Context: an optimization exercise on an open-source flow, tuned for small area. The choices shown serve that exercise and are no tape-out recipe.
Function was checked by simulation only, so behaviour that the tests miss may differ from the original.

## design/flow/design.v

```verilog
package aes_pkg;
    typedef logic [128-1:0] block_t;
    typedef logic [32-1:0] word_t;
    typedef logic [8-1:0] byte_t;
endpackage
module inv_sbox_core (input logic [7:0] z, input logic kill, output logic [7:0] q);
  wire t0 = z[1] ^ z[2];
  wire t1 = z[4] ^ z[7];
  wire t2 = z[3] ^ t0;
  wire t3 = z[2] ^ z[4];
  wire t4 = z[1] ^ z[5];
  wire t5 = z[0] ^ t2;
  wire t6 = z[4] ^ t4;
  wire t7 = z[6] ^ t1;
  wire t8 = z[0] ^ t1;
  wire t9 = z[0] ^ t6;
  wire t10 = z[5] ^ t3;
  wire t11 = z[6] ^ t3;
  wire t12 = z[6] ^ t5;
  wire t13 = t2 ^ t7;
  wire D = t4;
  wire T1 = z[0];
  wire T2 = t2;
  wire T3 = z[6];
  wire T4 = t5;
  wire T6 = z[5];
  wire T8 = z[1];
  wire T9 = z[2];
  wire T10 = t0;
  wire T13 = t12;
  wire T14 = t9;
  wire T15 = t6;
  wire T16 = t3;
  wire T17 = z[4];
  wire T19 = t8;
  wire T20 = t1;
  wire T22 = t7;
  wire T23 = t13;
  wire T24 = z[3];
  wire T25 = z[7];
  wire T26 = t11;
  wire T27 = t10;
  wire M1 = T13 & T6;
  wire M2 = T23 & T8;
  wire M3 = T14 ^ M1;
  wire M4 = T19 & D;
  wire M5 = M4 ^ M1;
  wire M6 = T3 & T16;
  wire M7 = T22 & T9;
  wire M8 = T26 ^ M6;
  wire M9 = T20 & T17;
  wire M10 = M9 ^ M6;
  wire M11 = T1 & T15;
  wire M12 = T4 & T27;
  wire M13 = M12 ^ M11;
  wire M14 = T2 & T10;
  wire M15 = M14 ^ M11;
  wire M16 = M3 ^ M2;
  wire M17 = M5 ^ T24;
  wire M18 = M8 ^ M7;
  wire M19 = M10 ^ M15;
  wire M20_p = M16 ^ M13;
  wire M20 = M20_p & ~kill;
  wire M21_p = M17 ^ M15;
  wire M21 = M21_p & ~kill;
  wire M22_p = M18 ^ M13;
  wire M22 = M22_p & ~kill;
  wire M23_p = M19 ^ T25;
  wire M23 = M23_p & ~kill;
  wire M24 = M22 ^ M23;
  wire M25 = M22 & M20;
  wire M26 = M21 ^ M25;
  wire M27 = M20 ^ M21;
  wire M28 = M23 ^ M25;
  wire M29 = M28 & M27;
  wire M30 = M26 & M24;
  wire M31 = M20 & M23;
  wire M32 = M27 & M31;
  wire M33 = M27 ^ M25;
  wire M34 = M21 & M22;
  wire M35 = M24 & M34;
  wire M36 = M24 ^ M25;
  wire M37 = M21 ^ M29;
  wire M38 = M32 ^ M33;
  wire M39 = M23 ^ M30;
  wire M40 = M35 ^ M36;
  wire M41 = M38 ^ M40;
  wire M42 = M37 ^ M39;
  wire M43 = M37 ^ M38;
  wire M44 = M39 ^ M40;
  wire M45 = M42 ^ M41;
  wire M46 = M44 & T6;
  wire M47 = M40 & T8;
  wire M48 = M39 & D;
  wire M49 = M43 & T16;
  wire M50 = M38 & T9;
  wire M51 = M37 & T17;
  wire M52 = M42 & T15;
  wire M53 = M45 & T27;
  wire M54 = M41 & T10;
  wire M55 = M44 & T13;
  wire M56 = M40 & T23;
  wire M57 = M39 & T19;
  wire M58 = M43 & T3;
  wire M59 = M38 & T22;
  wire M60 = M37 & T20;
  wire M61 = M42 & T1;
  wire M62 = M45 & T4;
  wire M63 = M41 & T2;
  wire l0 = M57 ^ M62;
  wire l1 = M46 ^ M47;
  wire l2 = M56 ^ l0;
  wire l3 = M58 ^ M61;
  wire l4 = M52 ^ M53;
  wire l5 = M49 ^ M51;
  wire l6 = M63 ^ l2;
  wire l7 = l1 ^ l4;
  wire l8 = M49 ^ M50;
  wire l9 = l1 ^ l8;
  wire l10 = M52 ^ M54;
  wire l11 = l5 ^ l10;
  wire l12 = M59 ^ M62;
  wire l13 = l3 ^ l12;
  wire l14 = M60 ^ l2;
  wire l15 = l3 ^ l14;
  wire l16 = M46 ^ M48;
  wire l17 = l5 ^ l7;
  wire l18 = l16 ^ l17;
  wire l19 = M55 ^ M56;
  wire l20 = M58 ^ M59;
  wire l21 = l6 ^ l19;
  wire l22 = l20 ^ l21;
  assign q[0] = l9;
  assign q[1] = l15;
  assign q[2] = l18;
  assign q[3] = l7;
  assign q[4] = l13;
  assign q[5] = l22;
  assign q[6] = l6;
  assign q[7] = l11;
endmodule
module inv_sbox_out (input logic [7:0] q, output logic [7:0] s);
  wire p0 = q[4] ^ q[7];
  wire p1 = q[2] ^ q[3];
  wire p2 = q[0] ^ q[4];
  wire p3 = p0 ^ p1;
  wire p4 = q[1] ^ p3;
  wire p5 = p2 ^ p4;
  wire p6 = q[0] ^ p0;
  wire p7 = q[3] ^ p2;
  wire p8 = q[4] ^ q[5];
  wire p9 = q[5] ^ p5;
  wire p10 = q[6] ^ p7;
  wire p11 = p1 ^ p10;
  assign s[0] = p8;
  assign s[1] = p7;
  assign s[2] = p6;
  assign s[3] = p11;
  assign s[4] = p3;
  assign s[5] = p5;
  assign s[6] = p9;
  assign s[7] = p0;
endmodule
module inv_sub_bytes_core (input logic [127:0] state_in, input logic kill, output logic [127:0] state_out);
  for (genvar i = 0; i < 16; i++) begin : g_byte
    inv_sbox_core u_sbox (.z(state_in[8*i +: 8]), .kill(kill), .q(state_out[8*i +: 8]));
  end
endmodule
module inv_sub_bytes_out (input logic [127:0] state_in, output logic [127:0] state_out);
  for (genvar i = 0; i < 16; i++) begin : g_byte
    inv_sbox_out u_out (.q(state_in[8*i +: 8]), .s(state_out[8*i +: 8]));
  end
endmodule
module inv_mix_col (input logic [31:0] a, output logic [31:0] o);
  wire x32 = a[28] ^ a[19];
  wire x33 = a[15] ^ a[3];
  wire x34 = a[20] ^ a[11];
  wire x35 = a[31] ^ a[7];
  wire x36 = a[27] ^ a[23];
  wire x37 = a[17] ^ a[1];
  wire x38 = a[24] ^ a[8];
  wire x39 = a[25] ^ a[9];
  wire x40 = a[16] ^ a[0];
  wire x41 = a[2] ^ a[4];
  wire x42 = a[10] ^ a[12];
  wire x43 = a[18] ^ x33;
  wire x44 = a[22] ^ a[6];
  wire x45 = a[30] ^ a[14];
  wire x46 = x38 ^ x40;
  wire x47 = a[26] ^ x32;
  wire x48 = a[13] ^ a[5];
  wire x49 = a[29] ^ a[21];
  wire x50 = x36 ^ x41;
  wire x51 = x34 ^ x47;
  wire x52 = x37 ^ x44;
  wire x53 = x39 ^ x45;
  wire x54 = a[19] ^ x35;
  wire x55 = a[31] ^ x53;
  wire x56 = x34 ^ x42;
  wire x57 = a[26] ^ a[11];
  wire x58 = x48 ^ x49;
  wire x59 = a[2] ^ x54;
  wire x60 = a[12] ^ x43;
  wire x61 = x32 ^ x42;
  wire x62 = a[18] ^ x46;
  wire x63 = x50 ^ x51;
  wire x64 = a[27] ^ a[10];
  wire x65 = a[29] ^ a[22];
  wire x66 = x41 ^ x46;
  wire x67 = a[13] ^ a[6];
  wire x68 = a[23] ^ x57;
  wire x69 = a[4] ^ x56;
  wire x70 = x51 ^ x60;
  wire x71 = a[30] ^ x34;
  wire x72 = a[7] ^ x52;
  wire x73 = a[14] ^ x38;
  wire x74 = a[26] ^ a[28];
  wire x75 = a[24] ^ x35;
  wire x76 = a[15] ^ x47;
  wire x77 = x43 ^ x50;
  wire x78 = a[21] ^ x73;
  wire x79 = a[20] ^ x62;
  wire x80 = x36 ^ x37;
  wire x81 = a[15] ^ x63;
  wire x82 = a[23] ^ x71;
  wire x83 = a[16] ^ a[9];
  wire x84 = a[1] ^ x40;
  wire x85 = a[17] ^ x40;
  wire x86 = a[5] ^ x37;
  wire x87 = x67 ^ x76;
  wire x88 = x42 ^ x65;
  wire x89 = x45 ^ x72;
  wire x90 = x64 ^ x87;
  wire x91 = a[1] ^ x35;
  wire x92 = a[3] ^ x58;
  wire x93 = x48 ^ x74;
  wire x94 = x39 ^ x49;
  wire x95 = x50 ^ x61;
  wire x96 = x33 ^ x55;
  wire x97 = x35 ^ x43;
  wire x98 = x36 ^ x69;
  wire x99 = a[18] ^ x52;
  wire x100 = x39 ^ x59;
  wire x101 = a[21] ^ x37;
  wire x102 = a[31] ^ x84;
  wire x103 = a[8] ^ x33;
  wire x104 = a[5] ^ x38;
  wire x105 = a[25] ^ a[0];
  wire x106 = a[7] ^ x85;
  wire x107 = x68 ^ x88;
  wire x108 = a[17] ^ a[15];
  wire x109 = x59 ^ x83;
  wire x110 = a[19] ^ x82;
  wire x111 = a[11] ^ x97;
  wire x112 = x36 ^ x100;
  wire x113 = a[3] ^ x93;
  wire x114 = x46 ^ x89;
  wire x115 = a[8] ^ x58;
  wire x116 = x43 ^ x54;
  wire x117 = a[16] ^ x92;
  wire x118 = x68 ^ x116;
  wire x119 = a[3] ^ x91;
  wire x120 = a[0] ^ x57;
  wire x121 = a[14] ^ x94;
  wire x122 = a[4] ^ x64;
  wire x123 = x86 ^ x96;
  wire x124 = x80 ^ x111;
  wire x125 = x58 ^ x70;
  wire x126 = x61 ^ x96;
  wire x127 = a[12] ^ x113;
  wire x128 = x79 ^ x86;
  wire x129 = a[3] ^ x98;
  wire x130 = x77 ^ x105;
  wire x131 = x44 ^ x46;
  wire x132 = a[2] ^ x32;
  wire x133 = x90 ^ x106;
  wire x134 = x75 ^ x92;
  wire x135 = x60 ^ x65;
  wire x136 = a[18] ^ x109;
  wire x137 = a[23] ^ x75;
  wire x138 = a[17] ^ x70;
  wire x139 = x52 ^ x81;
  wire x140 = x71 ^ x104;
  wire x141 = a[10] ^ x112;
  wire x142 = a[4] ^ x93;
  wire x143 = a[27] ^ x44;
  wire x144 = a[24] ^ x133;
  wire x145 = a[9] ^ a[11];
  wire x146 = a[25] ^ x67;
  wire x147 = a[27] ^ x142;
  wire x148 = a[13] ^ x94;
  wire x149 = a[9] ^ x122;
  wire x150 = x35 ^ x81;
  wire x151 = x78 ^ x149;
  wire x152 = x49 ^ x128;
  wire x153 = x63 ^ x114;
  wire x154 = a[29] ^ x39;
  wire x155 = a[0] ^ x125;
  wire x156 = x83 ^ x97;
  wire x157 = x62 ^ x89;
  wire x158 = x48 ^ x82;
  wire x159 = x135 ^ x145;
  wire x160 = x35 ^ x101;
  wire x161 = x36 ^ x146;
  wire x162 = x78 ^ x130;
  wire x163 = x70 ^ x131;
  wire x164 = x61 ^ x152;
  wire x165 = a[25] ^ x108;
  wire x166 = a[26] ^ x165;
  wire x167 = x59 ^ x120;
  wire x168 = x66 ^ x101;
  wire x169 = x79 ^ x147;
  wire x170 = a[10] ^ x124;
  wire x171 = x129 ^ x157;
  wire x172 = a[15] ^ x80;
  wire x173 = x56 ^ x148;
  wire x174 = x167 ^ x172;
  wire x175 = x104 ^ x110;
  wire x176 = x98 ^ x156;
  wire x177 = x102 ^ x161;
  wire x178 = x126 ^ x143;
  wire x179 = x72 ^ x121;
  wire x180 = x53 ^ x155;
  wire x181 = x127 ^ x168;
  wire x182 = x77 ^ x179;
  wire x183 = x91 ^ x95;
  wire x184 = x103 ^ x141;
  wire x185 = x90 ^ x160;
  wire x186 = x107 ^ x123;
  wire x187 = x95 ^ x117;
  wire x188 = x154 ^ x169;
  wire x189 = a[8] ^ x102;
  wire x190 = x136 ^ x140;
  wire x191 = x69 ^ x134;
  wire x192 = x55 ^ x187;
  wire x193 = x53 ^ x185;
  wire x194 = x55 ^ x163;
  wire x195 = x39 ^ x118;
  wire x196 = x66 ^ x173;
  wire x197 = x166 ^ x175;
  wire x198 = x106 ^ x159;
  wire x199 = x105 ^ x150;
  wire x200 = x66 ^ x178;
  wire x201 = x99 ^ x191;
  wire x202 = a[16] ^ x170;
  wire x203 = x103 ^ x183;
  wire x204 = x132 ^ x177;
  wire x205 = x100 ^ x158;
  wire x206 = a[7] ^ x180;
  wire x207 = x119 ^ x151;
  wire x208 = a[24] ^ x195;
  wire x209 = a[3] ^ x189;
  wire x210 = x115 ^ x139;
  wire x211 = x99 ^ x205;
  wire x212 = a[27] ^ x201;
  wire x213 = x107 ^ x209;
  wire x214 = x137 ^ x138;
  assign o[24] = x171;
  assign o[25] = ~x186;
  assign o[26] = ~x212;
  assign o[27] = ~x208;
  assign o[28] = x162;
  assign o[29] = x207;
  assign o[30] = x176;
  assign o[31] = ~x181;
  assign o[16] = x200;
  assign o[17] = ~x182;
  assign o[18] = ~x192;
  assign o[19] = ~x202;
  assign o[20] = x144;
  assign o[21] = x204;
  assign o[22] = x203;
  assign o[23] = ~x188;
  assign o[8] = x153;
  assign o[9] = ~x193;
  assign o[10] = ~x210;
  assign o[11] = ~x184;
  assign o[12] = x190;
  assign o[13] = x197;
  assign o[14] = x199;
  assign o[15] = ~x164;
  assign o[0] = x194;
  assign o[1] = ~x211;
  assign o[2] = ~x206;
  assign o[3] = ~x174;
  assign o[4] = x213;
  assign o[5] = x198;
  assign o[6] = x214;
  assign o[7] = ~x196;
endmodule
module inv_mix_columns (input logic [127:0] state_in, output logic [127:0] state_out);
  for (genvar c = 0; c < 4; c++) begin : g_col
    inv_mix_col u_col (.a(state_in[32*c +: 32]), .o(state_out[32*c +: 32]));
  end
endmodule
module aes_inv_round
(
    input  logic            clk,
    input  logic            rst,
    input  logic            in_valid,
    input  aes_pkg::block_t cipher_block,
    input  aes_pkg::block_t round_key,
    output logic            out_valid,
    output aes_pkg::block_t plain_block
);
    localparam int num_rows = 32 / 8;
    aes_pkg::block_t key_added;
    aes_pkg::block_t mixed;
    aes_pkg::block_t stage1_q;
    aes_pkg::block_t shifted;
    aes_pkg::block_t subbed;
    aes_pkg::block_t result_q;
    logic [2-1:0] valid_pipe;
    assign key_added = cipher_block ^ round_key;
    inv_mix_columns inv_mix_columns_i
    (
        .state_in  (key_added),
        .state_out (mixed)
    );
    always_ff @(posedge clk)
    begin
        stage1_q <= mixed;
    end
    for (genvar c = 0; c < 4; c++)
    begin : g_col
        for (genvar r = 0; r < num_rows; r++)
        begin : g_row
            localparam int src_col = (c - r + 4) % 4;
            localparam int dst_lsb = (4 - 1 - c) * 32
                                   + (num_rows - 1 - r) * 8;
            localparam int src_lsb = (4 - 1 - src_col) * 32
                                   + (num_rows - 1 - r) * 8;
            assign shifted[dst_lsb +: 8] =
                stage1_q[src_lsb +: 8];
        end
    end
    inv_sub_bytes_core inv_sub_bytes_core_i
    (
        .state_in  (shifted),
        .kill      (rst),
        .state_out (subbed)
    );
    always_ff @(posedge clk)
    begin
        if (rst | valid_pipe[0])
        begin
            result_q <= subbed;
        end
    end
    inv_sub_bytes_out inv_sub_bytes_out_i
    (
        .state_in  (result_q),
        .state_out (plain_block)
    );
    always_ff @(posedge clk)
    begin
        if (rst)
        begin
            valid_pipe <= '0;
        end
        else
        begin
            valid_pipe <= {valid_pipe[2-2:0], in_valid};
        end
    end
    assign out_valid = valid_pipe[2-1];
endmodule
```

## design/flow/flow/run.sh

```bash
#!/bin/bash
# Own layout flow: the standard layout (standard.sh), except that
#  - Yosys's ABC step uses the area-oriented mapping script in flow/custom.abc
#    (registers, their names and the rest of the synthesis are as in the standard flow);
#  - the port buffers placed on every input and output are the smallest buffer cell.
set -euo pipefail
W=$(pwd)
FLOWDIR=$W/flow
# Synthesis script: ORFS's synth.tcl with only the ABC script swapped
sed "s#log_cmd abc {\*}\$abc_args#log_cmd abc {*}[lreplace \$abc_args 1 1 $FLOWDIR/custom.abc]#" \
    "$FLOW_HOME/scripts/synth.tcl" > "$W/own_synth_core.tcl"
grep -q "custom.abc" "$W/own_synth_core.tcl"
sed "s#source \$::env(SCRIPTS_DIR)/synth.tcl#source $W/own_synth_core.tcl#" \
    "$W/synth_recipe.tcl" > "$W/own_synth.tcl"
grep -q "own_synth_core.tcl" "$W/own_synth.tcl"
sed -e "s#SYNTH_SCRIPT=[^ ]*synth_recipe.tcl#SYNTH_SCRIPT=$W/own_synth.tcl#" \
    -e "s#^make #make 'BUFFER_PORTS_ARGS=-buffer_cell sky130_fd_sc_hd__buf_1' #" \
    "$W/standard.sh" > "$W/own_standard.sh"
grep -q "own_synth.tcl" "$W/own_standard.sh"
grep -q "BUFFER_PORTS_ARGS" "$W/own_standard.sh"
bash "$W/own_standard.sh" finish > "$W/flow_make.log" 2>&1
```

## design/flow/standard.sh

```bash
#!/bin/bash
# synth_recipe.tcl (not shown) runs the flow's synth.tcl, then flattens the netlist and writes it again
# the make line also repeats each setting of config.mk as NAME=value (left out here)
make -C /OpenROAD-flow-scripts/flow DESIGN_CONFIG=/design/flow/config.mk WORK_HOME=/design/flow/orfs CLKGATE_MAP_FILE= SYNTH_SCRIPT=/design/flow/synth_recipe.tcl "${@:-finish}"
```

## design/flow/flow/custom.abc

```
strash; dch; amap
```

## design/flow/config.mk

```make
export PLATFORM = sky130hd
export DESIGN_NAME = aes_inv_round
export DESIGN_NICKNAME = aes_inv_round
export VERILOG_FILES = /design/flow/design.v
export SDC_FILE = /design/flow/constraint.sdc
export NUM_CORES = 4
export LEC_CHECK = 0
export CAP_MARGIN = 20
export CORE_MARGIN = 2
export CORE_UTILIZATION = 55
export GPL_TIMING_DRIVEN = 0
export SLEW_MARGIN = 20
```

## design/flow/constraint.sdc

```tcl
create_clock -name core_clock -period 5.0 [get_ports {clk}]
set_input_delay 1.0000 -clock core_clock [delete_from_list [all_inputs] [get_ports {clk}]]
set_output_delay 1.0000 -clock core_clock [all_outputs]
set_load 0.01 [all_outputs]
```

==> results of run 1 <==
-- how the worst max path moves through the flow --
stage                             start       endpoint  slack, ns  cells past startpoint
final                     stage1_q[122]  result_q[125]       0.19                     23
after global routing        stage1_q[2]   result_q[37]      -0.18                     27
after CTS                  stage1_q[50]   result_q[21]      -0.04                     28
after detailed placement            rst    result_q[5]      -0.49                     18
after global placement              rst    result_q[2]      -5.38                      3
after floorplan                     rst    result_q[0]       0.35                      2
-- through the flow --
step	instance area (µm²)	utilization [%]	hold WS, ns	instances	setup TNS (ns)
2_1_floorplan	28200	-	0.398	4770	0
3_5_place_dp	30600	60.0	0.451	5840	-9.44
6_report	33900	66.6	0.456	5957	0
5_1_grt	33900	66.6	0.476	5957	-2.11
3_3_place_gp	30500	59.9	0.406	5837	-1066.80
4_1_cts	32000	62.8	0.458	5912	-0.0447
-- per-layer routing --
layer / global-route usage, % / wire, µm / vias to the layer above
li1: - / - / 17700
met1: 39.5 / 38700 / 14000
met2: 49.1 / 39700 / 1150
met3: 4.43 / 5720 / 200
met4: 9.78 / 2960 / 0
met5: 0 / 0 / -
-- synthesized netlist by cell type, types with 18 or more instances --
library cell / count
xnor2_1: 25
clkinv_1: 779
ha_1: 48
o21ai_0: 432
a21oi_1: 823
xor2_1: 32
dfxtp_1: 130
nor2b_1: 30
buf_4: 128
nor2_1: 1087
o22ai_1: 672
nand2_1: 359
a22oi_1: 18
edfxtp_1: 128
-- worst reg2reg max path: stages (launching register included) --
cell and delay, ns:
dfxtp_1 0.38, clkinv_1 0.15, o22ai_2 0.26, ha_4 0.25, o22ai_2 0.22, clkinv_1 0.16, nor2_1 0.20, o21ai_0 0.15
o21ai_0 0.47, clkinv_1 0.25, a21oi_1 0.22, nor2_1 0.07, nor2_1 0.16, clkinv_1 0.16, o22ai_2 0.26, a21oi_1 0.11
nor2_1 0.17, clkinv_1 0.13, a21oi_1 0.22, nor2_1 0.08, a21oi_2 0.17, nor2_1 0.07, a21oi_2 0.14, o21ai_0 0.10
-- sequential cells by signal (all words and copies together) (netlist names) --
name / count
valid_pipe: 2
stage1_q: 128
result_q: 128
-- timing repair --
item / CTS / global route
setup endpoints to repair: 34 / 95
gates resized for setup: 52 / 439
pin swaps: 6 / 50
setup buffers: 10 / 45
hold buffers: 0 / 0
-- final cells by class --
class	instances	area share, %
plain buffers	128	2.83
clock buffers	50	3.15
clock inverters	12	0.295
inverters	779	8.62
multi-input cells	3605	57.9
flip-flops and latches	258	19.0
well taps	680	2.51
repair buffers	445	5.70
-- placed cells by master, fill, tap and decap left out, drive strengths merged, types with 32 or more instances in the layout --
| cell type | instances |
|---|---|
| ha | 48 |
| a21oi | 823 |
| clkinv | 718 |
| edfxtp | 128 |
| nor2 | 1087 |
| inv | 71 |
| buf | 573 |
| clkbuf | 50 |
| xor2 | 32 |
| nand2 | 359 |
| dfxtp | 130 |
| o21ai | 432 |
| o22ai | 672 |
-- cells by family (layout without fill, tap and decap cells) --
| group | count (synthesis) | count (layout) | synth area share [%] |
|---|---|---|---|
| AO/OA/AOI/OAI | 1992 | 1992 | 39.0 |
| XOR/XNOR | 57 | 57 | 1.77 |
| adder cells (fa/ha/maj) | 48 | 48 | 2.13 |
| buffers and inverters | 907 | 1414 | 13.8 |
| flip-flops | 258 | 258 | 22.8 |
| AND/OR/NAND/NOR | 1508 | 1508 | 20.5 |
==> metrics.cfg, run 1 <==
[timing]
finalClockSkew_ns = 0.0177
slew_headroom_pct = 39.6
setup_violations = 0
period_minus_slack_ns = 4.81
drv_slew = 0
setup_ws_ns = 0.188
timing.final.crit_share_pct = 96.3
hold_viol = 0
max_freq_mhz = 208
worst_pin_slew_ns = 0.905

[routing]
wl_per_cell_um = 14.6
drc_errors = 0
via_per_inst = 5.56
vias = 33100
drtIter0Drc = 2582
drt_pass1_iterations = 5
wl_um = 87100
antenna_left = 0

[finish]
drive_above_1_share_pct = 12.0
multi_input_area_um2 = 19600
n_antenna_cell = 0
nets = 5558
syn_to_final_growth_pct = 20.2
seqCellArea_um2 = 6460
fillers = 4840

[worst_setup_path]
timing.rr.end = result_q[125]
r2r-start = stage1_q[122]
critical_path.slowest_cell = o21ai_0
worst_ep_arrival_time_ns = 5.11
critical_path_class = reg -> reg
timing.reg2reg.setup_slack_ns = 0.19
r2r_cells = 23
critPathMostFrequentCell = nor2_1
endpoint_kind = flop
start_kind = flop
required_ns = 5.30
critPathMaxFanout = 4
crit_buf_inv = 5
path_cells = clkinv_1 > o22ai_2 > ha_4 > o22ai_2 > clkinv_1 > nor2_1 > o21ai_0 > o21ai_0 > clkinv_1 > a21oi_1 > nor2_1 > nor2_1 > clkinv_1 > o22ai_2 > a21oi_1 > nor2_1 > clkinv_1 > a21oi_1 > nor2_1 > a21oi_2 > nor2_1 > a21oi_2 > o21ai_0
path_delay_family = compound AO/OA/AOI/OAI gates
cpPeakStageDelay_ns = 0.47

[synthesis]
yosysWarnings = 1
yosysTopAreaCell = o22ai_1
syn_area_um2 = 28200
ys_seq_elements = 258
synth_area_leaders = o22ai_1 (15%), a21oi_1 (15%), nor2_1 (14%)
synth_edf_count = 128
ys_seq_area_share_pct = 22.8
syn_inst = 4770
yosysTopAreaCellShare_pct = 14.9
syn_nets = 5077
synth_cell_types = 25
synth.avg_cell_area_um2 = 5.92
yosys_most_used_dff = dfxtp_1
async_flop_share_pct = 0

[grt]
track_usage_pct = 29.6
grt_max_degree = 50
grt_pass1_vias = 27000
grt_pass1_wl_um = 130000
grt_overflow = 0
antenna_found_initial = 0

[outcome]
status = timing/DRC/antenna clean

[die]
start_util_pct = 55.4
die_w_um = 231
coreArea_um2 = 51000
dieArea_um2 = 53200
rows = 83
die_h_um = 231
ios = 388

[flow_run]
maxCapViolCount = 0

[clock_network]
htree_levels = 2
clock-sinks = 258
cts_max_path_buffers = 3
clk_pin_slew_ns = 0.06
cts_tree = built
numCtsBuffers = 34
cts-root-buf = clkbuf_16
insertion_delay_ns = 0.56

[hold_path]
hp-start = valid_pipe[0]
hp-class = reg -> reg
hold_end = valid_pipe[1]
whs_path_depth = 2

[place]
place_ws_ns = -0.488
dp_hpwl_um = 67600
io_buffers = 387
routabilityCongestion = 1.03

==> run 2: changes to the inputs <==
==> design/flow/flow/custom.abc (replaced) <==
strash; dch; amap; topo; upsize -D 4000; dnsize -D 4000
==> metrics.cfg, run 2 <==
[worst_setup_path]
r2r_cells = 26  ; was 23
cpPeakStageDelay_ns = 0.45  ; was 0.47 ns
crit_buf_inv = 5  ; unchanged
timing.reg2reg.setup_slack_ns = 0.19  ; about the same
critical_path.slowest_cell = o211ai_1  ; was o21ai_0
critPathMaxFanout = 5  ; was 4
timing.rr.end = result_q[101]  ; was result_q[125]
start_kind = flop  ; unchanged
required_ns = 5.30  ; about the same
endpoint_kind = flop  ; unchanged
r2r-start = stage1_q[66]  ; was stage1_q[122]
path_delay_family = compound AO/OA/AOI/OAI gates  ; unchanged
critical_path_class = reg -> reg  ; unchanged
worst_ep_arrival_time_ns = 5.12  ; was 5.11 ns
critPathMostFrequentCell = nor2_1  ; unchanged

[finish]
syn_to_final_growth_pct = 20.4  ; was 20.2%
final_common_cell = nor2_1  ; unchanged
reg_top3 = result_q x128, stage1_q x128, valid_pipe x2  ; unchanged
final_util_pct = 66.7  ; was 66.6%
instances_no_fill = 5979  ; was 5957
n_antenna_cell = 0  ; unchanged
drive_above_1_share_pct = 12.1  ; was 12.0%
nets = 5580  ; was 5558
final_cell_mix = nor2_1 (1061), a21oi_1 (720), clkinv_1 (702)  ; was nor2_1 (1056), clkinv_1 (707), a21oi_1 (698)

[place]
io_buffers = 387  ; unchanged
dp.cells = 5840  ; unchanged
dp_hpwl_um = 68900  ; was 67600 µm
routabilityCongestion = 1.03  ; about the same

[clock_network]
clk_pin_slew_ns = 0.06  ; about the same
numCtsBuffers = 34  ; unchanged
cts_tree = built  ; unchanged
cts_max_path_buffers = 3  ; unchanged
clock-sinks = 258  ; unchanged
insertion_delay_ns = 0.57  ; was 0.56 ns
cts-root-buf = clkbuf_16  ; unchanged
htree_levels = 2  ; unchanged

[grt]
grt_pass1_wl_um = 136000  ; was 130000 µm
grt_pass1_vias = 28100  ; was 27000
grt_max_degree = 56  ; was 50
track_usage_pct = 30.8  ; was 29.6%
antenna_found_initial = 1  ; was 0
grt_overflow = 0  ; unchanged

[timing]
slew_headroom_pct = 32.9  ; was 39.6%
drv_slew = 0  ; unchanged
setup_tns_ns = 0  ; unchanged
worst_pin_slew_ns = 1.00  ; was 0.905 ns
max_freq_mhz = 208  ; about the same
hold_viol = 0  ; unchanged
setup_violations = 0  ; unchanged
period_minus_slack_ns = 4.81  ; about the same
timing.final.crit_share_pct = 96.3  ; about the same
finalClockSkew_ns = 0.0196  ; was 0.0177 ns

[synthesis]
ys_seq_elements = 258  ; unchanged
yosysTopAreaCellShare_pct = 14.9  ; unchanged
synthTopCellsByCount = nor2_1 (1087), a21oi_1 (823), clkinv_1 (778)  ; was nor2_1 (1087), a21oi_1 (823), clkinv_1 (779)
syn_inst = 4770  ; unchanged
synth_edf_count = 128  ; unchanged
yosysWarnings = 1  ; unchanged
ys_seq_area_share_pct = 22.8  ; unchanged
yosysMostFrequentCell = nor2_1  ; unchanged
syn_area_um2 = 28200  ; unchanged
yosysTopAreaCell = o22ai_1  ; unchanged
yosys_most_used_dff = dfxtp_1  ; unchanged
synth_area_leaders = o22ai_1 (15%), a21oi_1 (15%), nor2_1 (14%)  ; unchanged
syn_nets = 5077  ; unchanged
async_flop_share_pct = 0  ; unchanged
synth.avg_cell_area_um2 = 5.92  ; unchanged
synth_cell_types = 26  ; was 25

[routing]
via_per_inst = 5.58  ; was 5.56
drc_errors = 0  ; unchanged
drt_pass1_iterations = 6  ; was 5
antenna_left = 0  ; unchanged
wl_um = 88200  ; was 87100 µm
vias = 33400  ; was 33100
drtIter0Drc = 2765  ; was 2582
wl_per_cell_um = 14.8  ; was 14.6 µm

[outcome]
status = timing/DRC/antenna clean  ; unchanged

[die]
dieArea_um2 = 53200  ; unchanged
die_h_um = 231  ; unchanged
start_util_pct = 55.4  ; unchanged
coreArea_um2 = 51000  ; unchanged
ios = 388  ; unchanged
rows = 83  ; unchanged
die_w_um = 231  ; unchanged

[hold_path]
hp-class = reg -> reg  ; unchanged
hp-start = valid_pipe[0]  ; unchanged
hold_end = valid_pipe[1]  ; unchanged
whs_path_depth = 2  ; unchanged

[flow_run]
maxCapViolCount = 0  ; unchanged

==> run 2: cell count changes in the layout (fill, tap and decap cells not counted), moves of 7 or more <==
cell     previous run  this run
buf_4             183       205
a21oi_2           125       102
o22ai_2            47        61
a21oi_1           698       720
inv_2              69        76
o22ai_1           604       591
==> run 2: how the worst max path moves through the flow <==
stage                          to           from  slack [ns]  cells after the start
global route        result_q[101]   stage1_q[65]       -0.19                     26
floorplan             result_q[5]   stage1_q[98]        0.51                     23
CTS                  result_q[85]  stage1_q[114]       -0.11                     26
global placement     result_q[63]            rst       -3.98                      3
finish              result_q[101]   stage1_q[66]        0.19                     26
detailed placement   result_q[85]            rst       -0.47                     21
==> run 2: final cells by class <==
class | count | area [µm²]
plain buffers | 128 | 961
clock buffers | 51 | 1050
clock inverters | 11 | 119
fillers | 4735 | 17000
inverters | 779 | 2930
multi-input cells | 3605 | 19500
flip-flops and latches | 258 | 6460
well taps | 680 | 851
repair buffers | 467 | 2110
==> run 2: per-stage QoR <==
step | setup WS [ns] | instance area [µm²] | hold WS [ns]
floorplan | 0.508 | 28200 | 0.398
detailed placement | -0.475 | 30600 | 0.452
global route | -0.186 | 34000 | 0.479
CTS | -0.106 | 32100 | 0.460
finish | 0.187 | 34000 | 0.456
global placement | -3.98 | 30500 | 0.406
==> run 2: layer usage <==
layer,track usage [%],up-vias,part of all wire [%]
met5,0,-,0
met4,12.5,0,3.8
met3,3.90,232,7.2
met2,50.9,1205,46
met1,40.8,14200,43
li1,-,17800,-
==> run 2: worst min-delay path, cell delays in order, from the launching register on <==
cell and delay (ns):
dfxtp_1 0.30, clkinv_1 0.07, nor2_1 0.04
==> run 2: what timing repair did <==
action	4_1_cts	5_1_grt
pin swaps	5	51
hold buffers	0	0
buffers inserted	13	64
setup endpoints to repair	36	106
gates resized for setup	58	416
==> run 2: cells by family (layout without fill, tap and decap cells) <==
group	after synthesis	in the layout	share of synthesized area (%)
AO/OA/AOI/OAI	1992	1992	39.0
AND/OR/NAND/NOR	1508	1508	20.5
buffers and inverters	907	1436	13.8
flip-flops	258	258	22.8
XOR/XNOR	57	57	1.77
adder cells (fa/ha/maj)	48	48	2.13

static timing again, ports no longer ideal:
In the flow no input, the clock included, has a driving cell. The finished layouts below were timed again as built, in two steps.
Step 1: set_driving_cell puts a clkbuf_16 on clk and a buf_2 on each other input, an assumption about the parent block.
Step 2, shift: input delay + t, output delay - t, t = (earliest + latest rising clock arrival at the registers) / 2. This alone moves slack from input paths to output paths.
Three values: no drivers, after step 1, after step 2; two values: the first two.
run	t (ns)	setup slack, ns	hold WS [ns]	cell pins on the clock port's net
run 1	0.609	0.187 / 0.187 / -0.312	0.456 / 0.456 / 0.456	1
run 2	0.615	0.187 / 0.187 / -0.355	0.456 / 0.456 / 0.456	1
Met with ideal ports but missed after step 2: setup timing in run 1 and run 2. For run 2, which loses most, drivers alone change the setup slack by 0.000 ns; drivers and shift together by -0.542 ns.
